Context: an optimization exercise on an open-source flow, tuned for small area, a short achievable clock period and few clock cycles. The choices shown serve that exercise and are no tape-out recipe.
Where RTL was checked, it was by simulation tests only, not by an equivalence proof against the original.
No functional check of the RTL was part of runs 2 to 4.

### design.v
`default_nettype none
package vaddr_pkg;
  localparam int unsigned AddrWidth = 32;
  typedef logic [AddrWidth-1:0] addr_t;
  localparam int unsigned VlWidth = 16;
  typedef logic [VlWidth-1:0] vlen_t;
  typedef logic signed [AddrWidth-1:0] stride_t;
  localparam int unsigned PageBits = 12;
  localparam int unsigned MaxBurstBeats = 256;
  typedef enum logic [1:0] {
    EW8  = 2'd0,
    EW16 = 2'd1,
    EW32 = 2'd2,
    EW64 = 2'd3
  } vew_e;
  typedef enum logic [1:0] {
    OP_VLE  = 2'd0,
    OP_VSE  = 2'd1,
    OP_VLSE = 2'd2,
    OP_VSSE = 2'd3
  } vop_e;
  typedef struct packed {
    addr_t   addr;
    vlen_t   len;
    stride_t stride;
    vew_e    vew;
    logic    is_load;
    logic    is_burst;
  } mem_req_t;
  typedef struct packed {
    addr_t      addr;
    logic [7:0] len;
    logic [2:0] size;
    logic       is_load;
  } lsu_req_t;
  localparam int unsigned MemReqBits = 2 * AddrWidth + VlWidth + 4;
  localparam int unsigned LsuReqBits = AddrWidth + 12;
endpackage
`default_nettype wire
`timescale 1ns/1ps
`default_nettype none
module vaddr_fifo #(
  parameter int unsigned Depth = 4,
  parameter int unsigned Width = 1
) (
  input  logic clk_i,
  input  logic rst_ni,
  input  logic push_i,
  input  logic [Width-1:0] data_i,
  output logic full_o,
  input  logic pop_i,
  output logic [Width-1:0] data_o,
  output logic empty_o
);
  localparam int unsigned PtrWidth = (Depth > 1) ? $clog2(Depth) : 1;
  localparam int unsigned CntWidth = $clog2(Depth + 1);
  logic [Width-1:0]    mem_q [Depth];
  logic [PtrWidth-1:0] wr_ptr_q;
  logic [PtrWidth-1:0] rd_ptr_q;
  logic [CntWidth-1:0] count_q;
  logic                do_push;
  logic                do_pop;
  function automatic logic [PtrWidth-1:0] ptr_inc(logic [PtrWidth-1:0] ptr);
    if (ptr == PtrWidth'(Depth - 1)) begin
      ptr_inc = '0;
    end else begin
      ptr_inc = ptr + PtrWidth'(1);
    end
  endfunction
  assign full_o  = (count_q == CntWidth'(Depth));
  assign empty_o = (count_q == '0);
  assign do_push = push_i && !full_o;
  assign do_pop  = pop_i && !empty_o;
  assign data_o = mem_q[rd_ptr_q];
  always_ff @(posedge clk_i or negedge rst_ni) begin
    if (!rst_ni) begin
      wr_ptr_q <= '0;
      rd_ptr_q <= '0;
      count_q  <= '0;
    end else begin
      if (do_push) begin
        wr_ptr_q <= ptr_inc(wr_ptr_q);
      end
      if (do_pop) begin
        rd_ptr_q <= ptr_inc(rd_ptr_q);
      end
      case ({do_push, do_pop})
        2'b10:   count_q <= count_q + CntWidth'(1);
        2'b01:   count_q <= count_q - CntWidth'(1);
        default: count_q <= count_q;
      endcase
    end
  end
  always_ff @(posedge clk_i) begin
    if (do_push) begin
      mem_q[wr_ptr_q] <= data_i;
    end
  end
endmodule
`default_nettype wire
`timescale 1ns/1ps
`default_nettype none
module vaddr_req_decode (
  input  logic                clk_i,
  input  logic                rst_ni,
  input  logic                req_valid_i,
  output logic                req_ready_o,
  input  vaddr_pkg::vop_e     req_op_i,
  input  vaddr_pkg::addr_t    req_addr_i,
  input  vaddr_pkg::vlen_t    req_len_i,
  input  vaddr_pkg::stride_t  req_stride_i,
  input  vaddr_pkg::vew_e     req_vew_i,
  output logic                ack_o,
  output logic                ack_error_o,
  input  logic                queue_full_i,
  output logic                queue_push_o,
  output vaddr_pkg::mem_req_t queue_data_o
);
  logic                busy_q;
  vaddr_pkg::mem_req_t entry_q;
  logic                accept;
  assign req_ready_o = !busy_q;
  assign accept      = req_valid_i && req_ready_o;
  always_ff @(posedge clk_i or negedge rst_ni) begin
    if (!rst_ni) begin
      busy_q <= 1'b0;
    end else if (accept) begin
      busy_q <= 1'b1;
    end else if (ack_o) begin
      busy_q <= 1'b0;
    end
  end
  always_ff @(posedge clk_i) begin
    if (accept) begin
      entry_q.addr     <= req_addr_i;
      entry_q.len      <= req_len_i;
      entry_q.stride   <= req_stride_i;
      entry_q.vew      <= req_vew_i;
      entry_q.is_load  <= (req_op_i == vaddr_pkg::OP_VLE) ||
                          (req_op_i == vaddr_pkg::OP_VLSE);
      entry_q.is_burst <= (req_op_i == vaddr_pkg::OP_VLE) ||
                          (req_op_i == vaddr_pkg::OP_VSE);
    end
  end
  vaddr_pkg::addr_t align_mask;
  logic             misaligned;
  logic             zero_len;
  logic             reject;
  assign align_mask = (vaddr_pkg::addr_t'(1) << entry_q.vew) - vaddr_pkg::addr_t'(1);
  assign misaligned = |(entry_q.addr & align_mask);
  assign zero_len   = (entry_q.len == '0);
  assign reject = misaligned || zero_len;
  assign queue_push_o = busy_q && !reject && !queue_full_i;
  assign queue_data_o = entry_q;
  assign ack_o       = busy_q && (reject || !queue_full_i);
  assign ack_error_o = busy_q && misaligned;
endmodule
`default_nettype wire
`timescale 1ns/1ps
`default_nettype none
module vaddr_burst_split #(
  parameter int unsigned BusBytes = 8
) (
  input  logic                 clk_i,
  input  logic                 rst_ni,
  input  logic                 req_empty_i,
  input  vaddr_pkg::mem_req_t  req_data_i,
  output logic                 req_pop_o,
  output logic                 ar_valid_o,
  input  logic                 ar_ready_i,
  output vaddr_pkg::addr_t     ar_addr_o,
  output logic [7:0]           ar_len_o,
  output logic [2:0]           ar_size_o,
  output logic                 aw_valid_o,
  input  logic                 aw_ready_i,
  output vaddr_pkg::addr_t     aw_addr_o,
  output logic [7:0]           aw_len_o,
  output logic [2:0]           aw_size_o,
  input  logic                 lsu_full_i,
  input  logic                 lsu_empty_i,
  input  logic                 lsu_head_is_load_i,
  output logic                 lsu_push_o,
  output vaddr_pkg::lsu_req_t  lsu_data_o
);
  localparam int unsigned ByteOff = $clog2(BusBytes);
  localparam vaddr_pkg::addr_t BeatMask  = vaddr_pkg::addr_t'(BusBytes - 1);
  localparam vaddr_pkg::addr_t BurstSpan =
    vaddr_pkg::addr_t'(vaddr_pkg::MaxBurstBeats * BusBytes);
  typedef enum logic [1:0] {
    ST_IDLE,
    ST_BOUNDS,
    ST_REQ
  } state_e;
  state_e              state_q;
  vaddr_pkg::mem_req_t cur_q;
  vaddr_pkg::addr_t    aligned_start_q;
  vaddr_pkg::addr_t    aligned_end_q;
  vaddr_pkg::addr_t    next_start_q;
  vaddr_pkg::addr_t consumed_bytes;
  vaddr_pkg::addr_t consumed_elems;
  vaddr_pkg::addr_t next_addr;
  vaddr_pkg::vlen_t next_len;
  vaddr_pkg::addr_t bnd_addr;
  vaddr_pkg::vlen_t bnd_len;
  vaddr_pkg::addr_t bnd_bytes;
  vaddr_pkg::addr_t last_byte;
  vaddr_pkg::addr_t page_end;
  vaddr_pkg::addr_t burst_end;
  vaddr_pkg::addr_t end_sel;
  assign consumed_bytes = next_start_q - cur_q.addr;
  assign consumed_elems = consumed_bytes >> cur_q.vew;
  always_comb begin
    if (cur_q.is_burst) begin
      next_addr = next_start_q;
      if (consumed_elems >= vaddr_pkg::addr_t'(cur_q.len)) begin
        next_len = '0;
      end else begin
        next_len = cur_q.len - vaddr_pkg::vlen_t'(consumed_elems);
      end
    end else begin
      next_addr = cur_q.addr + vaddr_pkg::addr_t'(cur_q.stride);
      next_len  = cur_q.len - vaddr_pkg::vlen_t'(1);
    end
  end
  assign bnd_addr = (state_q == ST_REQ) ? next_addr : cur_q.addr;
  assign bnd_len  = (state_q == ST_REQ) ? next_len : cur_q.len;
  assign bnd_bytes = vaddr_pkg::addr_t'(bnd_len) << cur_q.vew;
  assign last_byte = bnd_addr + bnd_bytes - vaddr_pkg::addr_t'(1);
  assign page_end  = {bnd_addr[vaddr_pkg::AddrWidth-1:vaddr_pkg::PageBits],
                      {vaddr_pkg::PageBits{1'b1}}};
  assign burst_end = (bnd_addr & ~BeatMask) + BurstSpan - vaddr_pkg::addr_t'(1);
  always_comb begin
    end_sel = last_byte;
    if (page_end < end_sel) begin
      end_sel = page_end;
    end
    if (burst_end < end_sel) begin
      end_sel = burst_end;
    end
  end
  logic             dir_ok;
  logic             ax_valid;
  logic             ax_ready;
  logic             xfer;
  vaddr_pkg::addr_t beat_span;
  logic [7:0]       ax_len;
  logic [2:0]       ax_size;
  assign dir_ok   = lsu_empty_i || (lsu_head_is_load_i == cur_q.is_load);
  assign ax_valid = (state_q == ST_REQ) && dir_ok && !lsu_full_i;
  assign ax_ready = cur_q.is_load ? ar_ready_i : aw_ready_i;
  assign xfer     = ax_valid && ax_ready;
  assign beat_span = (aligned_end_q - aligned_start_q) >> ByteOff;
  assign ax_len    = cur_q.is_burst ? beat_span[7:0] : 8'd0;
  assign ax_size   = cur_q.is_burst ? 3'(ByteOff) : {1'b0, cur_q.vew};
  assign ar_valid_o = ax_valid && cur_q.is_load;
  assign ar_addr_o  = cur_q.addr;
  assign ar_len_o   = ax_len;
  assign ar_size_o  = ax_size;
  assign aw_valid_o = ax_valid && !cur_q.is_load;
  assign aw_addr_o  = cur_q.addr;
  assign aw_len_o   = ax_len;
  assign aw_size_o  = ax_size;
  assign lsu_push_o         = xfer;
  assign lsu_data_o.addr    = cur_q.addr;
  assign lsu_data_o.len     = ax_len;
  assign lsu_data_o.size    = ax_size;
  assign lsu_data_o.is_load = cur_q.is_load;
  assign req_pop_o = (state_q == ST_IDLE) && !req_empty_i;
  always_ff @(posedge clk_i or negedge rst_ni) begin
    if (!rst_ni) begin
      state_q <= ST_IDLE;
    end else begin
      case (state_q)
        ST_IDLE:   if (req_pop_o) state_q <= ST_BOUNDS;
        ST_BOUNDS: state_q <= ST_REQ;
        ST_REQ:    if (xfer && (next_len == '0)) state_q <= ST_IDLE;
        default:   state_q <= ST_IDLE;
      endcase
    end
  end
  always_ff @(posedge clk_i) begin
    if (req_pop_o) begin
      cur_q <= req_data_i;
    end else if (xfer) begin
      cur_q.addr <= next_addr;
      cur_q.len  <= next_len;
    end
    if ((state_q == ST_BOUNDS) || xfer) begin
      aligned_start_q <= bnd_addr & ~BeatMask;
      aligned_end_q   <= end_sel & ~BeatMask;
      next_start_q    <= (end_sel & ~BeatMask) + vaddr_pkg::addr_t'(BusBytes);
    end
  end
endmodule
`default_nettype wire
`timescale 1ns/1ps
`default_nettype none
module vaddr_gen #(
  parameter int unsigned BusBytes = 8,
  parameter int unsigned ReqDepth = 4,
  parameter int unsigned LsuDepth = 4
) (
  input  logic               clk_i,
  input  logic               rst_ni,
  input  logic               req_valid_i,
  output logic               req_ready_o,
  input  vaddr_pkg::vop_e    req_op_i,
  input  vaddr_pkg::addr_t   req_addr_i,
  input  vaddr_pkg::vlen_t   req_len_i,
  input  vaddr_pkg::stride_t req_stride_i,
  input  vaddr_pkg::vew_e    req_vew_i,
  output logic               ack_o,
  output logic               ack_error_o,
  output logic               ar_valid_o,
  input  logic               ar_ready_i,
  output vaddr_pkg::addr_t   ar_addr_o,
  output logic [7:0]         ar_len_o,
  output logic [2:0]         ar_size_o,
  output logic               aw_valid_o,
  input  logic               aw_ready_i,
  output vaddr_pkg::addr_t   aw_addr_o,
  output logic [7:0]         aw_len_o,
  output logic [2:0]         aw_size_o,
  output logic               lsu_valid_o,
  input  logic               lsu_ready_i,
  output vaddr_pkg::addr_t   lsu_addr_o,
  output logic [7:0]         lsu_len_o,
  output logic [2:0]         lsu_size_o,
  output logic               lsu_is_load_o
);
  logic                req_push;
  logic                req_full;
  vaddr_pkg::mem_req_t req_in;
  logic                req_pop;
  logic                req_empty;
  vaddr_pkg::mem_req_t req_head;
  logic                lsu_push;
  logic                lsu_full;
  logic                lsu_empty;
  vaddr_pkg::lsu_req_t lsu_in;
  vaddr_pkg::lsu_req_t lsu_head;
  vaddr_req_decode u_decode (
    .clk_i        (clk_i),
    .rst_ni       (rst_ni),
    .req_valid_i  (req_valid_i),
    .req_ready_o  (req_ready_o),
    .req_op_i     (req_op_i),
    .req_addr_i   (req_addr_i),
    .req_len_i    (req_len_i),
    .req_stride_i (req_stride_i),
    .req_vew_i    (req_vew_i),
    .ack_o        (ack_o),
    .ack_error_o  (ack_error_o),
    .queue_full_i (req_full),
    .queue_push_o (req_push),
    .queue_data_o (req_in)
  );
  vaddr_fifo #(
    .Depth (ReqDepth),
    .Width (vaddr_pkg::MemReqBits)
  ) u_req_q (
    .clk_i   (clk_i),
    .rst_ni  (rst_ni),
    .push_i  (req_push),
    .data_i  (req_in),
    .full_o  (req_full),
    .pop_i   (req_pop),
    .data_o  (req_head),
    .empty_o (req_empty)
  );
  vaddr_burst_split #(
    .BusBytes (BusBytes)
  ) u_split (
    .clk_i              (clk_i),
    .rst_ni             (rst_ni),
    .req_empty_i        (req_empty),
    .req_data_i         (req_head),
    .req_pop_o          (req_pop),
    .ar_valid_o         (ar_valid_o),
    .ar_ready_i         (ar_ready_i),
    .ar_addr_o          (ar_addr_o),
    .ar_len_o           (ar_len_o),
    .ar_size_o          (ar_size_o),
    .aw_valid_o         (aw_valid_o),
    .aw_ready_i         (aw_ready_i),
    .aw_addr_o          (aw_addr_o),
    .aw_len_o           (aw_len_o),
    .aw_size_o          (aw_size_o),
    .lsu_full_i         (lsu_full),
    .lsu_empty_i        (lsu_empty),
    .lsu_head_is_load_i (lsu_head.is_load),
    .lsu_push_o         (lsu_push),
    .lsu_data_o         (lsu_in)
  );
  vaddr_fifo #(
    .Depth (LsuDepth),
    .Width (vaddr_pkg::LsuReqBits)
  ) u_lsu_q (
    .clk_i   (clk_i),
    .rst_ni  (rst_ni),
    .push_i  (lsu_push),
    .data_i  (lsu_in),
    .full_o  (lsu_full),
    .pop_i   (lsu_ready_i),
    .data_o  (lsu_head),
    .empty_o (lsu_empty)
  );
  assign lsu_valid_o   = !lsu_empty;
  assign lsu_addr_o    = lsu_head.addr;
  assign lsu_len_o     = lsu_head.len;
  assign lsu_size_o    = lsu_head.size;
  assign lsu_is_load_o = lsu_head.is_load;
endmodule
`default_nettype wire
### run.sh
#!/bin/bash
# synth_recipe.tcl (not shown) runs the flow's synth.tcl, then flattens the netlist and writes it again
# the make line also repeats each setting of config.mk as NAME=value (left out here)
make -C /OpenROAD-flow-scripts/flow DESIGN_CONFIG=/design/flow/config.mk WORK_HOME=/design/flow/orfs CLKGATE_MAP_FILE= SYNTH_SCRIPT=/design/flow/synth_recipe.tcl finish
### config.mk
export PLATFORM = sky130hd
export DESIGN_NAME = vaddr_gen
export DESIGN_NICKNAME = vaddr_gen
export VERILOG_FILES = /design/flow/design.v
export SDC_FILE = /design/flow/constraint.sdc
export NUM_CORES = 4
export LEC_CHECK = 0
export CAP_MARGIN = 20
export CORE_MARGIN = 2
export CORE_UTILIZATION = 40
export SLEW_MARGIN = 20
### constraint.sdc
create_clock -name core_clock -period 15.0 [get_ports {clk_i}]
set_input_delay 3.0000 -clock core_clock [delete_from_list [all_inputs] [get_ports {clk_i}]]
set_output_delay 3.0000 -clock core_clock [all_outputs]
set_load 0.01 [all_outputs]
==> flow_summary.rst, run 1 <==
.. list-table::
   :header-rows: 1

   * - Metric
     - Value
   * - Final-report hold violation count
     - 0
   * - Post-route antenna net violation count
     - 0
   * - Total number of vias
     - between 20,000 and 30,000
   * - Via-per-instance ratio
     - about 5.4
   * - Die Width
     - between 300 and 400 um
   * - Hold Crit Class
     - register to register
   * - Setup Slack @ Placement
     - roughly 0.0060 ns
   * - Post-layout worst setup margin
     - around 0.55 ns
   * - I/O Pins
     - ~230
   * - Final Non-Filler Cells
     - 4,731
   * - Slew of the pin with the lowest slew margin
     - approximately 1.2 ns
   * - Synth top area cells
     - edfxtp_1 (55%), mux4_2 (7.3%), ha_1 (6.6%), xnor2_1 (2.6%), a21oi_1 (2.1%)
   * - Cell class contributing the biggest share of worst-path delay
     - compound AO/OA/AOI/OAI gates
   * - Start point of the critical path
     - u_split.cur_q[55]
   * - H-tree depth
     - 3
   * - Most frequent cell on the critical path
     - a21o_1
   * - Setup tns final
     - 0 ns
   * - Netlist area before placement
     - ~39,000 sq um
   * - Crit path DAT
     - around 15 ns
   * - Synthesized netlist cell count
     - approximately 3,000
   * - TritonCTS clock tree
     - built
   * - Final standard cell area without fillers
     - roughly 47,000 sq um
   * - DR DRC count
     - 0
   * - TritonCTS Buffers
     - between 80 and 90
   * - Layout Utilization
     - 48.3%
   * - Number of instances in the placed design
     - ~4,600
   * - Clock edge transition at the registers on the reported setup and hold paths
     - ~0.07 ns
   * - Buffering stage count on the worst path with inverters included
     - 7
   * - Final cycle utilization of the critical path
     - between 90% and 100%
   * - Most used flip-flop cell after synthesis
     - edfxtp_1
   * - Required @ worst endpoint
     - around 15 ns
   * - Minimum period implied by the final worst setup slack
     - around 14 ns
   * - HPWL Detailed
     - 79,800 um
   * - Worst Min Path Start
     - u_lsu_q.count_q[2]
   * - Peak per-stage delay on the critical path
     - 0.63 ns
   * - CTS sink count
     - roughly 740
   * - Port-buffer cells
     - about 220
   * - Sequential share of the synthesized area
     - between 50% and 60%
   * - Total Nets Final
     - 3,682
   * - Reported max-cap violation count
     - 0
   * - Overall overflow remaining after global route
     - 0
   * - Worst R2R Start
     - u_split.cur_q[55]
   * - Nature of the critical path endpoint
     - register
   * - Area inside the core boundary
     - a little under 100,000 sq um
   * - Drt total wl
     - 107,000 um
   * - Wire length of the first global-routing pass
     - 160,000 um
   * - Final weighted congestion in routability-driven placement
     - 0.954
   * - Post-Route Skew
     - 0.0686 ns
   * - Placement row count
     - between 100 and 150
   * - Library cell occupying the most area in the post-synthesis netlist
     - edfxtp_1
   * - Worst-path fanout max
     - 6
   * - Result of the run
     - no timing/DRC/antenna violations
   * - Worst reg-to-reg setup slack
     - 0.55 ns
   * - Average cell area after synthesis
     - ~13 sq um
   * - Final hold slack
     - roughly 0.47 ns
   * - Max-Slew Margin vs Limit
     - 21.6%
   * - Post-synthesis sequential element count
     - about 740
   * - Share of final-layout standard cells stronger than drive strength 1
     - 19.4%
   * - Initial antenna violation count
     - 4
   * - Total setup violations reported at the end of the flow
     - 0
   * - Clock tree root buffer cell
     - clkbuf_16
   * - Vias in the first global route
     - ~25,000
   * - Effective utilization at floorplan
     - about two fifths
   * - Max clock buf depth
     - 3
   * - Number of enable flip-flop cells after synthesis
     - between 700 and 800
   * - CP startpoint kind
     - register
   * - Post-synthesis to final-layout area growth
     - 20.2%
   * - Cell Area, Placed
     - 43,900 sq um
   * - Maximum clock frequency
     - slightly below 70 MHz
   * - Standard cell with the maximum stage delay on the critical path
     - or4_1
   * - Diode insertion count for antenna repair
     - 0
   * - Warnings from Yosys
     - 4
   * - Die boundary height
     - roughly 320 um
   * - Per-cell routed wire length
     - approximately 23 um
   * - Total routing usage reported by global routing
     - a little over a fifth
   * - Starting DRT DRC Count
     - around 2,500
   * - Maximum number of pins on one net before global-route repair
     - roughly 70
   * - Clock insertion delay at the later pin of the skew report
     - roughly 0.7 ns
   * - Setup Crit Path Kind
     - register to register
   * - Count of filler cells inserted in the layout
     - between 8,000 and 9,000
   * - Distinct cells, synth
     - between 90 and 100
   * - Detailed-router iteration count before antenna repair
     - 5
   * - Die Area
     - roughly 100,000 sq um
   * - Synth top area share
     - a little under three fifths
   * - Async SR Flop Fraction
     - 2.30%
   * - Max Slew Vio Count
     - 0
-- state kept, by name, summed over array words and instances (netlist names), 8 cells and up --
register / count
u_decode.entry_q: 84
u_lsu_q.mem_q: 172
u_req_q.mem_q: 336
u_split.aligned_end_q: 8
u_split.aligned_start_q: 8
u_split.cur_q: 84
u_split.next_start_q: 29
-- Yosys cell counts (6+ instances only) --
master     number
a2111oi_0       7
a211o_1         7
a211oi_1       14
a21boi_0       10
a21o_1         69
a21oi_1       165
a31oi_1        19
and2_1         27
and3_1         14
and4_1          9
buf_1          22
buf_2          13
buf_4          90
clkbuf_1       63
dfrtp_1        17
edfxtp_1      721
ha_1          209
inv_1         197
mux2_2         38
mux2i_1        76
mux4_2        127
nand2_1       199
nand2b_1       18
nand3_1        44
nand4_1        32
nor2_1        162
nor2b_1        27
nor3_1         36
nor3b_1        10
nor4_1         12
nor4b_1         7
o2111ai_1       7
o211ai_1        8
o21a_1         36
o21ai_0       161
o21bai_1       17
o31ai_1        10
o32a_1          6
or2_2           9
or3_1          14
xnor2_1       117
xor2_1         60
-- per-layer routing --
metal / vias up / GRT usage, % / part of all wire, %
met2: 846 / 31.5 / 44
met1: 12600 / 30.3 / 46
met4: 0 / 7.45 / 3.3
met5: - / 0 / 0
li1: 12000 / - / -
met3: 173 / 4.33 / 7.0
-- area by class of cell --
cell class	instances	area, sq um	area share (%)
flip-flops and latches	738	22100	46.7
multi-input cells	1885	15900	33.7
repair buffers	474	4150	8.79
clock buffers	95	2130	4.51
well taps	1287	1610	3.41
inverters	198	746	1.58
clock inverters	54	603	1.28
-- worst reg2reg max path, delay by kind of cell, from the launching register on --
family / cells / cell delay (ns)
XOR/XNOR: 3 / 0.43
multiplexers: 2 / 0.53
adder cells (fa/ha/maj): 7 / 1.77
AO/OA/AOI/OAI: 34 / 6.23
AND/OR/NAND/NOR: 18 / 3.87
buffers and inverters: 7 / 0.99
flip-flops: 1 / 0.36
-- worst paths after layout --
kind | endpoint | depth (start not counted)
max reg2reg | u_split.next_start_q[7] | 71
min in group asynchronous | u_req_q.wr_ptr_q[0] | 1
max in group asynchronous | u_lsu_q.rd_ptr_q[0] | 1
min | u_lsu_q.count_q[2] | 1
max | u_split.next_start_q[7] | 71
min reg2reg | u_lsu_q.count_q[2] | 1
-- placed cells by master, fill, tap and decap left out, types with 60 or more instances in the layout --
cell type	instances
nand2_1	197
buf_4	244
xor2_1	60
mux2i_1	73
xnor2_1	110
nor2_1	161
a21oi_1	150
mux4_2	127
clkdlybuf4s50_1	222
edfxtp_1	721
inv_1	196
clkbuf_16	83
ha_1	195
a21o_1	69
o21ai_0	143
-- kinds of logic after synthesis --
kind of cell,Yosys count,share of synthesized area [%]
and+or+nand+nor,647,8.11
buffers and inverters,391,4.73
AOI/OAI and AO/OA,598,9.68
other,1,0.00954
muxes,243,10.4
xor gates and xnor gates,178,3.98
DFF,738,56.1
adders and majority gates,216,6.96
-- repair_timing --
action,in CTS,in global routing
resized for setup,2,111
buffers inserted,0,21
hold buffers,0,0
pin swaps,0,36
endpoints found under the setup margin,5,37
cloned,0,1
Testbench counts, summed over its fixed seeds: cycles 2,514.
==> inputs of run 2 (changes only) <==
--- a/design.v
+++ b/design.v
@@ -297,7 +297,5 @@
 `default_nettype none
 module vaddr_gen #(
-  parameter int unsigned BusBytes = 8,
-  parameter int unsigned ReqDepth = 4,
-  parameter int unsigned LsuDepth = 4
+  parameter int unsigned BusBytes = 8
 ) (
   input  logic               clk_i,
@@ -329,86 +327,177 @@
   output logic               lsu_is_load_o
 );
-  logic                req_push;
-  logic                req_full;
-  vaddr_pkg::mem_req_t req_in;
-  logic                req_pop;
-  logic                req_empty;
-  vaddr_pkg::mem_req_t req_head;
-  logic                lsu_push;
-  logic                lsu_full;
-  logic                lsu_empty;
-  vaddr_pkg::lsu_req_t lsu_in;
-  vaddr_pkg::lsu_req_t lsu_head;
-  vaddr_req_decode u_decode (
-    .clk_i        (clk_i),
-    .rst_ni       (rst_ni),
-    .req_valid_i  (req_valid_i),
-    .req_ready_o  (req_ready_o),
-    .req_op_i     (req_op_i),
-    .req_addr_i   (req_addr_i),
-    .req_len_i    (req_len_i),
-    .req_stride_i (req_stride_i),
-    .req_vew_i    (req_vew_i),
-    .ack_o        (ack_o),
-    .ack_error_o  (ack_error_o),
-    .queue_full_i (req_full),
-    .queue_push_o (req_push),
-    .queue_data_o (req_in)
-  );
-  vaddr_fifo #(
-    .Depth (ReqDepth),
-    .Width (vaddr_pkg::MemReqBits)
-  ) u_req_q (
-    .clk_i   (clk_i),
-    .rst_ni  (rst_ni),
-    .push_i  (req_push),
-    .data_i  (req_in),
-    .full_o  (req_full),
-    .pop_i   (req_pop),
-    .data_o  (req_head),
-    .empty_o (req_empty)
-  );
-  vaddr_burst_split #(
-    .BusBytes (BusBytes)
-  ) u_split (
-    .clk_i              (clk_i),
-    .rst_ni             (rst_ni),
-    .req_empty_i        (req_empty),
-    .req_data_i         (req_head),
-    .req_pop_o          (req_pop),
-    .ar_valid_o         (ar_valid_o),
-    .ar_ready_i         (ar_ready_i),
-    .ar_addr_o          (ar_addr_o),
-    .ar_len_o           (ar_len_o),
-    .ar_size_o          (ar_size_o),
-    .aw_valid_o         (aw_valid_o),
-    .aw_ready_i         (aw_ready_i),
-    .aw_addr_o          (aw_addr_o),
-    .aw_len_o           (aw_len_o),
-    .aw_size_o          (aw_size_o),
-    .lsu_full_i         (lsu_full),
-    .lsu_empty_i        (lsu_empty),
-    .lsu_head_is_load_i (lsu_head.is_load),
-    .lsu_push_o         (lsu_push),
-    .lsu_data_o         (lsu_in)
-  );
-  vaddr_fifo #(
-    .Depth (LsuDepth),
-    .Width (vaddr_pkg::LsuReqBits)
-  ) u_lsu_q (
-    .clk_i   (clk_i),
-    .rst_ni  (rst_ni),
-    .push_i  (lsu_push),
-    .data_i  (lsu_in),
-    .full_o  (lsu_full),
-    .pop_i   (lsu_ready_i),
-    .data_o  (lsu_head),
-    .empty_o (lsu_empty)
-  );
-  assign lsu_valid_o   = !lsu_empty;
-  assign lsu_addr_o    = lsu_head.addr;
-  assign lsu_len_o     = lsu_head.len;
-  assign lsu_size_o    = lsu_head.size;
-  assign lsu_is_load_o = lsu_head.is_load;
+  logic take;
+  logic in_misal;
+  logic in_good;
+  logic in_load;
+  logic in_burst;
+  logic s_valid_q;
+  assign req_ready_o = !s_valid_q;
+  assign take        = req_valid_i && !s_valid_q;
+  assign in_misal = |(req_addr_i[2:0] & ((3'd1 << req_vew_i) - 3'd1));
+  assign in_good  = !in_misal && (req_len_i != '0);
+  assign in_load  = !req_op_i[0];
+  assign in_burst = !req_op_i[1];
+  logic ack_q;
+  logic ack_err_q;
+  always_ff @(posedge clk_i or negedge rst_ni) begin
+    if (!rst_ni) begin
+      ack_q <= 1'b0;
+    end else begin
+      ack_q <= take;
+    end
+  end
+  always_ff @(posedge clk_i) begin
+    ack_err_q <= in_misal;
+  end
+  assign ack_o       = ack_q;
+  assign ack_error_o = ack_err_q;
+  vaddr_pkg::addr_t s_addr_q;
+  vaddr_pkg::vlen_t s_len_q;
+  vaddr_pkg::addr_t s_stride_q;
+  logic [1:0]       s_vew_q;
+  logic             s_load_q;
+  logic             s_burst_q;
+  always_ff @(posedge clk_i) begin
+    if (take) begin
+      s_addr_q   <= req_addr_i;
+      s_len_q    <= req_len_i;
+      s_stride_q <= req_stride_i;
+      s_vew_q    <= req_vew_i;
+      s_load_q   <= in_load;
+      s_burst_q  <= in_burst;
+    end
+  end
+  logic             w_valid_q;
+  logic             w_fresh_q;
+  vaddr_pkg::addr_t w_a_q;
+  logic [15:0]      w_r_q;
+  vaddr_pkg::addr_t w_stride_q;
+  logic [1:0]       w_vew_q;
+  logic             w_load_q;
+  logic             w_burst_q;
+  logic [18:0] w_bytes;
+  logic [18:0] w_span;
+  logic [15:0] r_eff;
+  logic [7:0]  lim;
+  logic        last_b;
+  logic [7:0]  len_b;
+  logic        w_last;
+  assign w_bytes = {3'b000, w_r_q} << w_vew_q;
+  assign w_span  = w_bytes + {16'd0, w_a_q[2:0]} - 19'd1;
+  assign r_eff   = w_fresh_q ? w_span[18:3] : w_r_q;
+  assign lim    = w_a_q[11] ? ~w_a_q[10:3] : 8'hFF;
+  assign last_b = (r_eff[15:8] == 8'd0) && (r_eff[7:0] <= lim);
+  assign len_b  = last_b ? r_eff[7:0] : lim;
+  assign w_last = w_burst_q ? last_b : (w_r_q == 16'd1);
+  logic             o_valid_q;
+  logic             o_done_q;    
+  vaddr_pkg::addr_t o_a_q;
+  logic [7:0]       o_len_q;
+  logic [2:0]       o_size_q;
+  logic             o_load_q;
+  logic             l_valid_q;
+  vaddr_pkg::addr_t l_a_q;
+  logic [7:0]       l_len_q;
+  logic [2:0]       l_size_q;
+  logic             l_load_q;
+  logic dir_ok;
+  logic ax_valid;
+  logic hs;
+  logic l_take;
+  logic l_push;
+  logic o_free;
+  logic w_push;
+  logic w_free;
+  assign dir_ok   = !l_valid_q || (l_load_q == o_load_q);
+  assign ax_valid = o_valid_q && !o_done_q && dir_ok;
+  assign hs       = ax_valid && (o_load_q ? ar_ready_i : aw_ready_i);
+  assign l_take   = !l_valid_q || lsu_ready_i;
+  assign l_push   = o_valid_q && (o_done_q || hs) && l_take;
+  assign o_free   = !o_valid_q || l_push;
+  assign w_push   = w_valid_q && o_free;
+  assign w_free   = !w_valid_q || (w_push && w_last);
+  assign ar_valid_o = ax_valid && o_load_q;
+  assign ar_addr_o  = o_a_q;
+  assign ar_len_o   = o_len_q;
+  assign ar_size_o  = o_size_q;
+  assign aw_valid_o = ax_valid && !o_load_q;
+  assign aw_addr_o  = o_a_q;
+  assign aw_len_o   = o_len_q;
+  assign aw_size_o  = o_size_q;
+  assign lsu_valid_o   = l_valid_q;
+  assign lsu_addr_o    = l_a_q;
+  assign lsu_len_o     = l_len_q;
+  assign lsu_size_o    = l_size_q;
+  assign lsu_is_load_o = l_load_q;
+  always_ff @(posedge clk_i or negedge rst_ni) begin
+    if (!rst_ni) begin
+      s_valid_q <= 1'b0;
+      w_valid_q <= 1'b0;
+      o_valid_q <= 1'b0;
+      o_done_q  <= 1'b0;
+      l_valid_q <= 1'b0;
+    end else begin
+      if (s_valid_q) begin
+        s_valid_q <= !w_free;
+      end else begin
+        s_valid_q <= take && in_good && !w_free;
+      end
+      if (w_free) begin
+        w_valid_q <= s_valid_q || (take && in_good);
+      end
+      if (o_free) begin
+        o_valid_q <= w_valid_q;
+        o_done_q  <= 1'b0;
+      end else if (hs) begin
+        o_done_q  <= 1'b1;
+      end
+      if (l_take) begin
+        l_valid_q <= l_push;
+      end
+    end
+  end
+  always_ff @(posedge clk_i) begin
+    if (w_free) begin
+      w_fresh_q <= 1'b1;
+      if (s_valid_q) begin
+        w_a_q      <= s_addr_q;
+        w_r_q      <= s_len_q;
+        w_stride_q <= s_stride_q;
+        w_vew_q    <= s_vew_q;
+        w_load_q   <= s_load_q;
+        w_burst_q  <= s_burst_q;
+      end else begin
+        w_a_q      <= req_addr_i;
+        w_r_q      <= req_len_i;
+        w_stride_q <= req_stride_i;
+        w_vew_q    <= req_vew_i;
+        w_load_q   <= in_load;
+        w_burst_q  <= in_burst;
+      end
+    end else if (w_push) begin
+      w_fresh_q <= 1'b0;
+      if (w_burst_q) begin
+        w_a_q <= w_a_q[11] ? {w_a_q[31:12] + 20'd1, 12'd0}
+                           : {w_a_q[31:12], 1'b1, w_a_q[10:3], 3'd0};
+        w_r_q <= r_eff - {8'd0, lim} - 16'd1;
+      end else begin
+        w_a_q <= w_a_q + w_stride_q;
+        w_r_q <= w_r_q - 16'd1;
+      end
+    end
+    if (o_free) begin
+      o_a_q    <= w_a_q;
+      o_len_q  <= w_burst_q ? len_b : 8'd0;
+      o_size_q <= w_burst_q ? 3'd3 : {1'b0, w_vew_q};
+      o_load_q <= w_load_q;
+    end
+    if (l_push) begin
+      l_a_q    <= o_a_q;
+      l_len_q  <= o_len_q;
+      l_size_q <= o_size_q;
+      l_load_q <= o_load_q;
+    end
+  end
 endmodule
 `default_nettype wire
==> run 2 against run 1 <==
Die area shrank 61%. Sequential cell count down 476. Worst setup slack better by 7.5 ns. Area after synthesis decreased by 62%. First-iteration DRC count is 73% lower. Non-clock buffer count down 245. Clock-buffer cell count shrank 58. Critical endpoint is now w_a_q[4].
==> flow_summary.rst, run 2 <==
.. list-table::
   :header-rows: 1

   * - Metric
     - Value
   * - Final-report hold violation count
     - 0 (unchanged)
   * - Final standard cell area without fillers
     - 18,200 sq um (was 47,300 sq um)
   * - TritonCTS Buffers
     - 29 (was 81)
   * - Max-Slew Margin vs Limit
     - 33.3% (was 21.6%)
   * - Worst R2R Start
     - w_vew_q[0] (was u_split.cur_q[55])
   * - Post-layout worst setup margin
     - 8.00 ns (was 0.549 ns)
   * - Wire length of the first global-routing pass
     - 58,000 um (was 160,000 um)
   * - Final hold slack
     - 0.420 ns (was 0.467 ns)
   * - Total setup violations reported at the end of the flow
     - 0 (unchanged)
   * - HPWL Detailed
     - 28,800 um (was 79,800 um)
   * - Netlist area before placement
     - 15,000 sq um (was 39,300 sq um)
   * - R2r endpoint
     - w_a_q[4] (was u_split.next_start_q[7])
   * - Synthesized netlist cell count
     - 1,269 (was 3,012)
   * - Critical path capture point
     - w_a_q[4] (was u_split.next_start_q[7])
   * - Layout Utilization
     - 49.4% (was 48.3%)
   * - Drt total wl
     - 38,400 um (was 107,000 um)
   * - Final Non-Filler Cells
     - 1,927 (was 4,731)
   * - Worst-path fanout max
     - 66 (was 6)
   * - Nature of the critical path endpoint
     - register (unchanged)
   * - Maximum clock frequency
     - 143 MHz (was 69.2 MHz)
   * - Slew of the pin with the lowest slew margin
     - 0.998 ns (was 1.18 ns)
   * - CP startpoint kind
     - register (unchanged)
   * - Hold Crit Class
     - register to register (unchanged)
   * - Number of buffers inserted by hold repair at cts
     - 0 (unchanged)
   * - Synth top area share
     - 50.9% (was 55.1%)
   * - Unrepaired setup endpoints after global routing
     - no
   * - Average cell area after synthesis
     - 11.8 sq um (was 13.1 sq um)
   * - Setup Crit Path Kind
     - register to register (unchanged)
   * - I/O Pins
     - 226 (unchanged)
   * - Most frequent cell after synthesis
     - edfxtp_1 (unchanged)
   * - Initial antenna violation count
     - 1 (was 4)
   * - Number of enable flip-flop cells after synthesis
     - 254 (was 721)
   * - Clock insertion delay at the later pin of the skew report
     - 0.57 ns (was 0.69 ns)
   * - Most numerous cell types in the synthesized netlist
     - edfxtp_1 (254), mux2i_1 (103), nand2_1 (90) (was edfxtp_1 (721), ha_1 (209), nand2_1 (199))
   * - Distinct cells, synth
     - 81 (was 99)
   * - Effective utilization at floorplan
     - 40.7% (was 40.2%)
   * - DR DRC count
     - 0 (unchanged)
   * - Gates resized, CTS repair
     - 0 (was 2)
   * - Setup Slack @ Placement
     - 7.63 ns (was 0.00600 ns)
   * - Clock edge transition at the registers on the reported setup and hold paths
     - 0.06 ns (was 0.07 ns)
   * - Leading cell type in the layout, fill and taps excluded
     - edfxtp_1 (unchanged)
   * - Port-buffer cells
     - 222 (unchanged)
   * - Max clock buf depth
     - 3 (unchanged)
   * - Clock tree root buffer cell
     - clkbuf_16 (unchanged)
   * - Required @ worst endpoint
     - 15.27 ns (was 15.39 ns)
   * - Detailed-router iteration count before antenna repair
     - 5 (unchanged)
   * - Leading cell types in the layout, fill and taps excluded
     - edfxtp_1 (254), clkdlybuf4s50_1 (222), mux2i_1 (103), nand2_1 (90), nor2_1 (74) (was edfxtp_1 (721), buf_4 (244), clkdlybuf4s50_1 (222), nand2_1 (197), inv_1 (196))
   * - Post-Route Skew
     - 0.0148 ns (was 0.0686 ns)
   * - Overall overflow remaining after global route
     - 0 (unchanged)
   * - Async SR Flop Fraction
     - 2.29% (was 2.30%)
   * - Worst reg-to-reg setup slack
     - 8.00 ns (was 0.55 ns)
   * - Library cell occupying the most area in the post-synthesis netlist
     - edfxtp_1 (unchanged)
   * - Maximum number of pins on one net before global-route repair
     - 67 (was 71)
   * - Number of cells on the worst reg-to-reg path
     - 20 (was 71)
   * - Sequential share of the synthesized area
     - 52.2% (was 56.1%)
   * - Final cycle utilization of the critical path
     - 46.6% (was 96.3%)
   * - Max Slew Vio Count
     - 0 (unchanged)
   * - Reported max-cap violation count
     - 0 (unchanged)
   * - CTS sink count
     - 262 (was 738)
   * - Start point of the critical path
     - w_vew_q[0] (was u_split.cur_q[55])
   * - Minimum period implied by the final worst setup slack
     - 7.00 ns (was 14.45 ns)
   * - Total Nets Final
     - 1,588 (was 3,682)
   * - Share of final-layout standard cells stronger than drive strength 1
     - 9.95% (was 19.4%)
   * - Placement row count
     - 70 (was 115)
   * - Vias in the first global route
     - 9,887 (was 25,100)
   * - Per-cell routed wire length
     - 19.9 um (was 22.7 um)
   * - Post-route antenna net violation count
     - 0 (unchanged)
   * - TritonCTS clock tree
     - built (unchanged)
   * - Most used flip-flop cell after synthesis
     - edfxtp_1 (unchanged)
   * - H-tree depth
     - 1 (was 3)
   * - Die Width
     - 198 um (was 318 um)
   * - Post-synthesis sequential element count
     - 262 (was 738)
   * - Via-per-instance ratio
     - 5.41 (was 5.42)
   * - Area inside the core boundary
     - 36,800 sq um (was 97,800 sq um)
   * - Starting DRT DRC Count
     - 655 (was 2,458)
   * - Die Area
     - 39,000 sq um (was 101,000 sq um)
   * - Result of the run
     - no timing/DRC/antenna violations (unchanged)
   * - Final weighted congestion in routability-driven placement
     - 0.905 (was 0.954)
   * - Synth top area cells
     - edfxtp_1 (51%), mux2i_1 (6.9%), ha_1 (5.1%), mux2_2 (3.9%), buf_4 (2.4%) (was edfxtp_1 (55%), mux4_2 (7.3%), ha_1 (6.6%), xnor2_1 (2.6%), a21oi_1 (2.1%))
   * - Buffers inserted by post-CTS timing repair
     - 0 (unchanged)
   * - Post-synthesis to final-layout area growth
     - 21.3% (was 20.2%)
   * - Stages on the worst setup path
     - 20 (was 71)
   * - Worst path cell trace
     - mux2_2 -> or2_2 -> o21ai_0 -> inv_1 -> ha_1 -> a21oi_1 -> o21ai_0 -> a21o_1 -> or2_2 -> xor2_1 -> mux2_2 -> ha_1 -> a21o_1 -> a21oi_1 -> nand2_1 -> a211oi_1 -> and4_1 -> a31o_4 -> buf_4 -> mux2i_1
   * - Die boundary height
     - 198 um (was 318 um)
   * - Cell class contributing the biggest share of worst-path delay
     - compound AO/OA/AOI/OAI gates (unchanged)
   * - Total routing usage reported by global routing
     - 19.2% (was 21.0%)
   * - Buffering stage count on the worst path with inverters included
     - 2 (was 7)
   * - Peak per-stage delay on the critical path
     - 0.91 ns (was 0.63 ns)
   * - Cell Area, Placed
     - 17,200 sq um (was 43,900 sq um)
   * - Setup tns final
     - 0 ns (unchanged)
   * - Number of instances in the placed design
     - 1,872 (was 4,560)
   * - Crit path DAT
     - 7.27 ns (was 14.84 ns)
   * - Total number of vias
     - 10,400 (was 25,700)
   * - Standard cell with the maximum stage delay on the critical path
     - edfxtp_1 (was or4_1)
   * - Warnings from Yosys
     - 1 (was 4)
run 2: cell count changes in the layout (fill, tap and decap cells not counted), sizes merged, moves of 59 or more:
cell,before,now
clkbuf,96,37
ha,209,61
o21ai,168,46
xnor2,117,36
mux4,127,0
inv,201,54
nand2,199,90
nor2,162,74
buf,251,7
a21oi,167,68
edfxtp,721,254
run 2: cells by family (layout without fill, tap and decap cells):
logic type	count (synthesis)	in the layout	synth area share, %
buffers and inverters	148	335	5.64
AO/OA/AOI/OAI	245	245	11.0
AND/OR/NAND/NOR	329	329	11.2
multiplexers	155	155	10.8
other	1	4	0.0250
flip-flops	262	262	52.2
XOR/XNOR	66	66	3.86
adder cells (fa/ha/maj)	63	63	5.36
run 2: worst min path at each step:
stage                     startpoint       end  cells past startpoint  slack [ns]
after floorplan             w_load_q  o_load_q                      0        0.40
after CTS                   w_load_q  o_load_q                      0        0.42
after detailed placement    w_load_q  o_load_q                      0        0.40
final                       w_load_q  o_load_q                      0        0.42
after global routing        w_load_q  o_load_q                      0        0.43
after global placement      w_load_q  o_load_q                      0        0.41
run 2: worst register-to-register path, delay by kind of cell (launching register included):
kind | cells | cell delay, ns
AO/OA/AOI/OAI | 8 | 1.79
buffers and inverters | 2 | 0.93
XOR/XNOR | 1 | 0.18
multiplexers | 3 | 0.92
adder cells (fa/ha/maj) | 2 | 0.74
AND/OR/NAND/NOR | 4 | 1.25
flip-flops | 1 | 0.91
run 2: cell type report:
class                   count  area, sq um
clock inverters            17          139
well taps                 468          586
repair buffers            229         2270
fillers                  3325        18600
clock buffers              37          806
multi-input cells         861         6350
flip-flops and latches    262         7820
diodes                      1         2.50
inverters                  52          195
run 2: layer usage:
| layer | share of wire, % | vias to the layer above | track usage (%) |
|---|---|---|---|
| li1 | - | 5059 | - |
| met5 | 0 | - | 0 |
| met4 | 2.1 | 0 | 4.79 |
| met3 | 5.2 | 48 | 2.19 |
| met1 | 50 | 5007 | 29.1 |
| met2 | 43 | 320 | 29.2 |
==> inputs of run 3 (changes only) <==
--- a/design.v
+++ b/design.v
@@ -333,6 +333,7 @@
   logic in_burst;
   logic s_valid_q;
-  assign req_ready_o = !s_valid_q;
-  assign take        = req_valid_i && !s_valid_q;
+  logic             w_valid_q;
+  assign req_ready_o = !w_valid_q;
+  assign take        = req_valid_i && !w_valid_q;
   assign in_misal = |(req_addr_i[2:0] & ((3'd1 << req_vew_i) - 3'd1));
   assign in_good  = !in_misal && (req_len_i != '0);
@@ -369,5 +370,4 @@
     end
   end
-  logic             w_valid_q;
   logic             w_fresh_q;
   vaddr_pkg::addr_t w_a_q;
@@ -439,11 +439,7 @@
       l_valid_q <= 1'b0;
     end else begin
-      if (s_valid_q) begin
-        s_valid_q <= !w_free;
-      end else begin
-        s_valid_q <= take && in_good && !w_free;
-      end
+      s_valid_q <= 1'b0;
       if (w_free) begin
-        w_valid_q <= s_valid_q || (take && in_good);
+        w_valid_q <= take && in_good;
       end
       if (o_free) begin
@@ -461,12 +457,5 @@
     if (w_free) begin
       w_fresh_q <= 1'b1;
-      if (s_valid_q) begin
-        w_a_q      <= s_addr_q;
-        w_r_q      <= s_len_q;
-        w_stride_q <= s_stride_q;
-        w_vew_q    <= s_vew_q;
-        w_load_q   <= s_load_q;
-        w_burst_q  <= s_burst_q;
-      end else begin
+      begin
         w_a_q      <= req_addr_i;
         w_r_q      <= req_len_i;
--- a/config.mk
+++ b/config.mk
@@ -6,4 +6,5 @@
 export NUM_CORES = 4
 export LEC_CHECK = 0
+export ABC_CLOCK_PERIOD_IN_PS = 4000
 export CAP_MARGIN = 20
 export CORE_MARGIN = 2
==> run 3 against run 2 <==
Global-route usage increased by 0.79 points. First-iteration DRC count decreased by 18%. Largest cell class is now multi-input combinational cells. Via count decreased by 16%. Register-to-register slack got worse by 0.34 ns.
==> flow_summary.rst, run 3 <==
.. list-table::
   :header-rows: 1

   * - Metric
     - Value
   * - Reported max-cap violation count
     - 0 (unchanged)
   * - Die Width
     - 172 um (was 198 um)
   * - Number of enable flip-flop cells after synthesis
     - 170 (was 254)
   * - Layout Utilization
     - 51.0% (was 49.4%)
   * - Max clock buf depth
     - 2 (was 3)
   * - Synth top area share
     - 45.2% (was 50.9%)
   * - Clock insertion delay at the later pin of the skew report
     - 0.44 ns (was 0.57 ns)
   * - Setup tns final
     - 0 ns (unchanged)
   * - Length of routed met3 wiring
     - 1780 um (was 2000 um)
   * - Average cell area after synthesis
     - 10.7 sq um (was 11.8 sq um)
   * - Sequential share of the synthesized area
     - 46.6% (was 52.2%)
   * - Most frequent cell on the critical path
     - inv_1
   * - Initial antenna violation count
     - 0 (was 1)
   * - Final-report hold violation count
     - 0 (unchanged)
   * - Uppermost signal routing layer after detailed routing
     - met4 (unchanged)
   * - Most numerous cell types in the synthesized netlist
     - edfxtp_1 (170), nand2_1 (83), a21oi_1 (62) (was edfxtp_1 (254), mux2i_1 (103), nand2_1 (90))
   * - Drt total wl
     - 29,700 um (was 38,400 um)
   * - Most frequent cell after synthesis
     - edfxtp_1 (unchanged)
   * - Required @ worst endpoint
     - 15.15 ns (was 15.27 ns)
   * - Starting DRT DRC Count
     - 540 (was 655)
   * - Clock edge transition at the registers on the reported setup and hold paths
     - 0.07 ns (was 0.06 ns)
   * - Detailed-router iteration count before antenna repair
     - 5 (unchanged)
   * - Synth top area cells
     - edfxtp_1 (45%), ha_1 (6.8%), mux2_4 (3.5%), xnor2_1 (3.3%), buf_4 (3.1%) (was edfxtp_1 (51%), mux2i_1 (6.9%), ha_1 (5.1%), mux2_2 (3.9%), buf_4 (2.4%))
   * - Setup Slack @ Placement
     - 7.25 ns (was 7.63 ns)
   * - Crit path DAT
     - 7.49 ns (was 7.27 ns)
   * - Die Area
     - 29,600 sq um (was 39,000 sq um)
   * - Standard cell with the maximum stage delay on the critical path
     - clkinv_2 (was edfxtp_1)
   * - Via-per-instance ratio
     - 5.39 (was 5.41)
   * - Hold Crit Class
     - register to register (unchanged)
   * - TritonCTS clock tree
     - built (unchanged)
   * - Post-layout worst setup margin
     - 7.66 ns (was 8.00 ns)
   * - Nature of the critical path endpoint
     - register (unchanged)
   * - Distinct cells, synth
     - 73 (was 81)
   * - I/O Pins
     - 226 (unchanged)
   * - Unrepaired setup endpoints after global routing
     - no (unchanged)
   * - Area inside the core boundary
     - 27,800 sq um (was 36,800 sq um)
   * - Result of the run
     - no timing/DRC/antenna violations (unchanged)
   * - HPWL Detailed
     - 22,200 um (was 28,800 um)
   * - Buffers inserted by post-CTS timing repair
     - 0 (unchanged)
   * - Clock tree root buffer cell
     - clkbuf_16 (unchanged)
   * - Slew of the pin with the lowest slew margin
     - 0.989 ns (was 0.998 ns)
   * - Synthesized netlist cell count
     - 1,058 (was 1,269)
   * - Placement row count
     - 61 (was 70)
   * - Library cell occupying the most area in the post-synthesis netlist
     - edfxtp_1 (unchanged)
   * - Total Nets Final
     - 1,384 (was 1,588)
   * - Die boundary height
     - 172 um (was 198 um)
   * - Number of buffers inserted by hold repair at cts
     - 0 (unchanged)
   * - Share of final-layout standard cells stronger than drive strength 1
     - 9.65% (was 9.95%)
   * - Post-Route Skew
     - 0.0113 ns (was 0.0148 ns)
   * - Overall overflow remaining after global route
     - 0 (unchanged)
   * - Per-cell routed wire length
     - 18.3 um (was 19.9 um)
   * - Most used flip-flop cell after synthesis
     - edfxtp_1 (unchanged)
   * - Worst-path fanout max
     - 53 (was 66)
   * - Leading cell types in the layout, fill and taps excluded
     - clkdlybuf4s50_1 (222), edfxtp_1 (170), nand2_1 (83), a21oi_1 (62) (was edfxtp_1 (254), clkdlybuf4s50_1 (222), mux2i_1 (103), nand2_1 (90), nor2_1 (74))
   * - Warnings from Yosys
     - 1 (unchanged)
   * - Effective utilization at floorplan
     - 40.7% (about the same)
   * - Total routing usage reported by global routing
     - 20.0% (was 19.2%)
   * - Vias in the first global route
     - 8,322 (was 9,887)
   * - Maximum number of pins on one net before global-route repair
     - 70 (was 67)
   * - Max-Slew Margin vs Limit
     - 33.5% (was 33.3%)
   * - Peak per-stage delay on the critical path
     - 0.91 ns (about the same)
   * - DR DRC count
     - 0 (unchanged)
   * - Maximum clock frequency
     - 136 MHz (was 143 MHz)
   * - Max Slew Vio Count
     - 0 (unchanged)
   * - Port-buffer cells
     - 222 (unchanged)
   * - Total setup violations reported at the end of the flow
     - 0 (unchanged)
   * - Minimum period implied by the final worst setup slack
     - 7.34 ns (was 7.00 ns)
   * - Wire length of the first global-routing pass
     - 45,400 um (was 58,000 um)
   * - H-tree depth
     - 4 (was 1)
   * - Total met2 wirelength after detailed routing
     - 12,900 um (was 16,500 um)
   * - Buffering stage count on the worst path with inverters included
     - 6 (was 2)
   * - Cell class contributing the biggest share of worst-path delay
     - buffers and inverters (was compound AO/OA/AOI/OAI gates)
   * - TritonCTS Buffers
     - 17 (was 29)
   * - Final cycle utilization of the critical path
     - 48.9% (was 46.6%)
   * - Post-route antenna net violation count
     - 0 (unchanged)
   * - Leading cell type in the layout, fill and taps excluded
     - clkdlybuf4s50_1 (was edfxtp_1)
   * - Diode insertion count for antenna repair
     - 0 (was 1)
   * - CP startpoint kind
     - register (unchanged)
   * - CTS sink count
     - 177 (was 262)
   * - Async SR Flop Fraction
     - 2.82% (was 2.29%)
   * - Netlist area before placement
     - 11,300 sq um (was 15,000 sq um)
   * - Worst path cell trace
     - inv_1 -> or2_2 -> o21ai_0 -> inv_1 -> ha_1 -> nand2_1 -> or4b_4 -> o211ai_2 -> xor2_1 -> mux2_2 -> ha_1 -> and4_1 -> o21ai_0 -> a22oi_1 -> nor3_1 -> inv_1 -> nor4_4 -> nor2_4 -> buf_4 -> clkinv_2 -> o31a_1 -> buf_4 (was mux2_2 -> or2_2 -> o21ai_0 -> inv_1 -> ha_1 -> a21oi_1 -> o21ai_0 -> a21o_1 -> or2_2 -> xor2_1 -> mux2_2 -> ha_1 -> a21o_1 -> a21oi_1 -> nand2_1 -> a211oi_1 -> and4_1 -> a31o_4 -> buf_4 -> mux2i_1)
   * - Setup Crit Path Kind
     - register to register (unchanged)
   * - Total number of vias
     - 8,739 (was 10,400)
   * - Final weighted congestion in routability-driven placement
     - 0.874 (was 0.905)
   * - Gates resized, CTS repair
     - 0 (unchanged)
   * - Final hold slack
     - 0.421 ns (was 0.420 ns)
   * - Post-synthesis to final-layout area growth
     - 25.5% (was 21.3%)
   * - Total routed wire length on the met1 layer
     - 14,300 um (was 19,100 um)
   * - Post-synthesis sequential element count
     - 177 (was 262)
[run 3: changes by cell type in the layout (fill, tap and decap cells not counted), sizes merged, moves of 6 or more]
cell / before / now
mux2i: 103 / 13
xnor2: 36 / 42
edfxtp: 254 / 170
clkbuf: 37 / 17
inv: 54 / 62
nand4: 16 / 8
o22ai: 1 / 17
nor3: 21 / 27
nand2: 90 / 83
o21ai: 46 / 63
clkinv: 13 / 7
a21boi: 6 / 0
a21oi: 68 / 62
nor2: 74 / 62
[run 3: metrics by stage]
stage | cell area, sq um | cells
6_report | 14200 | 1622
5_1_grt | 14200 | 1622
4_1_cts | 14200 | 1622
3_5_place_dp | 13600 | 1590
3_3_place_gp | 13600 | 1590
2_1_floorplan | 11300 | 1060
[run 3: logic make-up (layout without fill, tap and decap cells)]
group	after synthesis	count (layout)	synth area share, %
buffers and inverters	136	320	6.26
flip-flops	177	177	46.6
XOR/XNOR	76	76	5.89
adder cells (fa/ha/maj)	63	63	7.11
multiplexers	62	62	6.90
AND/OR/NAND/NOR	301	301	13.6
AO/OA/AOI/OAI	242	242	13.6
other	1	3	0.0332
[run 3: cell type report]
type,count,area (sq um)
flip-flops and latches,177,5270
repair buffers,231,2290
clock inverters,15,169
clock buffers,17,425
fillers,2575,13600
well taps,378,473
inverters,57,215
multi-input cells,747,5340
[run 3: worst register-to-register path, stage by stage, from the launching register on]
cell,delay [ns]
edfxtp_1,0.84
inv_1,0.40
or2_2,0.38
o21ai_0,0.13
inv_1,0.08
ha_1,0.35
nand2_1,0.10
or4b_4,0.53
o211ai_2,0.33
xor2_1,0.11
mux2_2,0.29
ha_1,0.30
and4_1,0.24
o21ai_0,0.09
a22oi_1,0.20
nor3_1,0.10
inv_1,0.10
nor4_4,0.07
nor2_4,0.14
buf_4,0.52
clkinv_2,0.92
o31a_1,0.54
buf_4,0.27
[run 3: worst paths after layout]
check	startpoint	end	slack, ns	cells after the start
min in group asynchronous	rst_ni	ack_q	2.79	1
max reg2reg	w_vew_q[1]	w_a_q[28]	7.66	22
max in group asynchronous	rst_ni	o_valid_q	12.01	1
min reg2reg	w_load_q	o_load_q	0.42	0
max	w_vew_q[1]	w_a_q[28]	7.66	22
min	w_load_q	o_load_q	0.42	0
[run 3: per-layer routing]
metal,up-vias,track usage (%)
met5,-,0
met4,0,7.01
met3,50,3.14
met2,310,30.2
met1,4173,29.1
li1,4206,-
==> inputs of run 4 (changes only) <==
--- a/config.mk
+++ b/config.mk
@@ -6,5 +6,4 @@
 export NUM_CORES = 4
 export LEC_CHECK = 0
-export ABC_CLOCK_PERIOD_IN_PS = 4000
 export CAP_MARGIN = 20
 export CORE_MARGIN = 2
==> run 4 against run 3 <==
Clock-buffer cell count unchanged. Sequential cell count unchanged. Sequential share of layout area is the same. Global-route usage unchanged. Clock skew stayed put. Largest cell class unchanged.
==> flow_summary.rst, run 4 <==
.. list-table::
   :header-rows: 1

   * - Metric
     - Value
   * - Die Area
     - 29,600 sq um (unchanged)
   * - Total number of vias
     - 8,739 (unchanged)
   * - Drt total wl
     - 29,700 um (unchanged)
   * - Post-synthesis to final-layout area growth
     - 25.5% (unchanged)
   * - Library cell occupying the most area in the post-synthesis netlist
     - edfxtp_1 (unchanged)
   * - Reported max-cap violation count
     - 0 (unchanged)
   * - I/O Pins
     - 226 (unchanged)
   * - Final weighted congestion in routability-driven placement
     - 0.874 (unchanged)
   * - Total met2 wirelength after detailed routing
     - 12,900 um (unchanged)
   * - Placement row count
     - 61 (unchanged)
   * - Max clock buf depth
     - 2 (unchanged)
   * - HPWL Detailed
     - 22,200 um (unchanged)
   * - Maximum number of pins on one net before global-route repair
     - 70 (unchanged)
   * - Nature of the critical path endpoint
     - register (unchanged)
   * - Async SR Flop Fraction
     - 2.82% (unchanged)
   * - Xor-xnor portion of the synthesized cell area
     - 5.89% (unchanged)
   * - Slew of the pin with the lowest slew margin
     - 0.989 ns (unchanged)
   * - Die Width
     - 172 um (unchanged)
   * - Warnings from Yosys
     - 1 (unchanged)
   * - Post-route antenna net violation count
     - 0 (unchanged)
   * - Clock tree root buffer cell
     - clkbuf_16 (unchanged)
   * - Diode insertion count for antenna repair
     - 0 (unchanged)
   * - Initial antenna violation count
     - 0 (unchanged)
   * - Max-Slew Margin vs Limit
     - 33.5% (unchanged)
   * - Main combinational cell family by area after synthesis
     - compound AO/OA/AOI/OAI gates (unchanged)
   * - Netlist area before placement
     - 11,300 sq um (unchanged)
   * - Most used flip-flop cell after synthesis
     - edfxtp_1 (unchanged)
   * - Final-report hold violation count
     - 0 (unchanged)
   * - Worst-path fanout max
     - 53 (unchanged)
   * - Hold Crit Class
     - register to register (unchanged)
   * - Buffers inserted by post-CTS timing repair
     - 0 (unchanged)
   * - Minimum period implied by the final worst setup slack
     - 7.34 ns (unchanged)
   * - Length of routed met3 wiring
     - 1780 um (unchanged)
   * - Synth top area cells
     - edfxtp_1 (45%), ha_1 (6.8%), mux2_4 (3.5%), xnor2_1 (3.3%), buf_4 (3.1%) (unchanged)
   * - TritonCTS Buffers
     - 17 (unchanged)
   * - Final Non-Filler Cells
     - 1,622 (unchanged)
   * - Count of filler cells inserted in the layout
     - 2,575 (unchanged)
   * - Sequential share of the synthesized area
     - 46.6% (unchanged)
   * - Starting DRT DRC Count
     - 540 (unchanged)
   * - Number of instances in the placed design
     - 1,590 (unchanged)
   * - Overall overflow remaining after global route
     - 0 (unchanged)
   * - Maximum clock frequency
     - 136 MHz (unchanged)
   * - Post-Synth Adder-Cell Area
     - 7.11% (unchanged)
   * - Total routing usage reported by global routing
     - 20.0% (unchanged)
   * - Max Slew Vio Count
     - 0 (unchanged)
   * - Layout Utilization
     - 51.0% (unchanged)
   * - Average cell area after synthesis
     - 10.7 sq um (unchanged)
   * - Post-Route Skew
     - 0.0113 ns (unchanged)
   * - Required @ worst endpoint
     - 15.15 ns (about the same)
   * - Synthesized netlist cell count
     - 1,058 (unchanged)
   * - Vias in the first global route
     - 8,322 (unchanged)
   * - Number of enable flip-flop cells after synthesis
     - 170 (unchanged)
   * - Total routed wire length on the met1 layer
     - 14,300 um (unchanged)
   * - Post-synthesis mux area share
     - 6.90% (unchanged)
   * - CP startpoint kind
     - register (unchanged)
   * - Final cycle utilization of the critical path
     - 48.9% (unchanged)
   * - Total setup violations reported at the end of the flow
     - 0 (unchanged)
   * - Crit path DAT
     - 7.49 ns (about the same)
   * - Distinct cells, synth
     - 73 (unchanged)
   * - Unrepaired setup endpoints after global routing
     - no (unchanged)
   * - TritonCTS clock tree
     - built (unchanged)
   * - Effective utilization at floorplan
     - 40.7% (unchanged)
   * - H-tree depth
     - 4 (unchanged)
   * - Post-synthesis sequential element count
     - 177 (unchanged)
   * - Clock edge transition at the registers on the reported setup and hold paths
     - 0.07 ns (about the same)
   * - Leading cell types in the layout, fill and taps excluded
     - clkdlybuf4s50_1 (222), edfxtp_1 (170), nand2_1 (83), a21oi_1 (62) (unchanged)
   * - Result of the run
     - no timing/DRC/antenna violations (unchanged)
   * - Via-per-instance ratio
     - 5.39 (unchanged)
   * - Total Nets Final
     - 1,384 (unchanged)
   * - Most numerous cell types in the synthesized netlist
     - edfxtp_1 (170), nand2_1 (83), a21oi_1 (62) (unchanged)
   * - Port-buffer cells
     - 222 (unchanged)
   * - Setup tns final
     - 0 ns (unchanged)
   * - Setup Crit Path Kind
     - register to register (unchanged)
   * - Most frequent cell after synthesis
     - edfxtp_1 (unchanged)
   * - Synth top area share
     - 45.2% (unchanged)
   * - Gates resized, CTS repair
     - 0 (unchanged)
   * - Share of final-layout standard cells stronger than drive strength 1
     - 9.65% (unchanged)
   * - DR DRC count
     - 0 (unchanged)
   * - Wire length of the first global-routing pass
     - 45,400 um (unchanged)
   * - Simple logic cell fraction of the synthesized area
     - 13.6% (unchanged)
   * - Uppermost signal routing layer after detailed routing
     - met4 (unchanged)
   * - CTS sink count
     - 177 (unchanged)
   * - Detailed-router iteration count before antenna repair
     - 5 (unchanged)
   * - Die boundary height
     - 172 um (unchanged)
   * - Clock insertion delay at the later pin of the skew report
     - 0.44 ns (about the same)
   * - Area inside the core boundary
     - 27,800 sq um (unchanged)
   * - Synthesized-area fraction occupied by ao, oa, aoi and oai cells
     - 13.6% (unchanged)
   * - Per-cell routed wire length
     - 18.3 um (unchanged)
   * - Number of buffers inserted by hold repair at cts
     - 0 (unchanged)
   * - Leading cell type in the layout, fill and taps excluded
     - clkdlybuf4s50_1 (unchanged)
run 4: cell counts in the layout (fill, tap and decap cells not counted):
No cell type changed its count.
run 4: final timing paths:
path | start | endpoint | slack, ns | cells past startpoint
max | w_vew_q[1] | w_a_q[28] | 7.66 | 22
max reg2reg | w_vew_q[1] | w_a_q[28] | 7.66 | 22
max in group asynchronous | rst_ni | o_valid_q | 12.01 | 1
min in group asynchronous | rst_ni | ack_q | 2.79 | 1
min reg2reg | w_load_q | o_load_q | 0.42 | 0
min | w_load_q | o_load_q | 0.42 | 0
run 4: cell type report:
class                      count  area [sq um]  area share [%]
inverter                      57           215            1.52
sequential                   177          5270            37.2
tap                          378           473            3.34
clock buffer                  17           425            3.00
multi-input combinational    747          5340            37.6
timing repair buffer         231          2290            16.1
clock inverter                15           169            1.19
run 4: metal layers:
metal	global-route usage [%]	vias to the layer above
li1	-	4206
met1	29.1	4173
met2	30.2	310
met3	3.14	50
met4	7.01	0
met5	0	-
run 4: kinds of logic (layout without fill, tap and decap cells):
group,after synthesis,after routing
DFF,177,177
adders and majority gates,63,63
and+or+nand+nor,301,301
xor gates and xnor gates,76,76
AOI/OAI and AO/OA,242,242
other,1,3
muxes,62,62
buffers and inverters,136,320
run 4: critical path, stage by stage, from the launching register on:
cell and delay [ns]:
edfxtp_1 0.84, inv_1 0.39, or2_2 0.38, o21ai_0 0.13, inv_1 0.08, ha_1 0.35, nand2_1 0.10, or4b_4 0.52
o211ai_2 0.33, xor2_1 0.11, mux2_2 0.29, ha_1 0.30, and4_1 0.24, o21ai_0 0.09, a22oi_1 0.20, nor3_1 0.10
inv_1 0.10, nor4_4 0.07, nor2_4 0.14, buf_4 0.52, clkinv_2 0.91, o31a_1 0.54, buf_4 0.27
run 4: through the flow:
stage	hold WS (ns)	instance area (sq um)	worst slack, ns
global placement	0.404	13600	7.38
global route	0.435	14200	7.06
detailed placement	0.407	13600	7.25
floorplan	0.400	11300	6.52
CTS	0.425	14200	7.58
finish	0.421	14200	7.66

==> separate check: timing with driven ports <==
The flow's constraints put no driver on any port. The routed layouts listed below were extracted and timed again, unchanged, in two steps.
Step 1, drivers: a clkbuf_16 drives clk_i and a buf_2 each remaining input, both assumed.
Step 2 adds t to the input delays and takes it off the output delays; t is the mean of the earliest and latest rising clock arrival at the registers after step 1. Input paths then give back, and output paths get back, about the clock's delay inside the block.
a / b / c = ideal ports / drivers / drivers and shift; a / b = the first two.
| run | t (ns) | setup slack, ns | latest minus earliest clock arrival (ns) |
|---|---|---|---|
| run 1 | 0.728 | 0.549 / 0.549 / 0.549 | 0.071 / 0.071 |
| run 2 | 0.613 | 8.003 / 8.003 / 7.707 | 0.019 / 0.019 |
| run 3 | 0.476 | 7.661 / 7.661 / 7.261 | 0.012 / 0.011 |
| run 4 | 0.476 | 7.661 / 7.661 / 7.261 | 0.012 / 0.011 |
After both steps setup and hold are still met in every run listed.
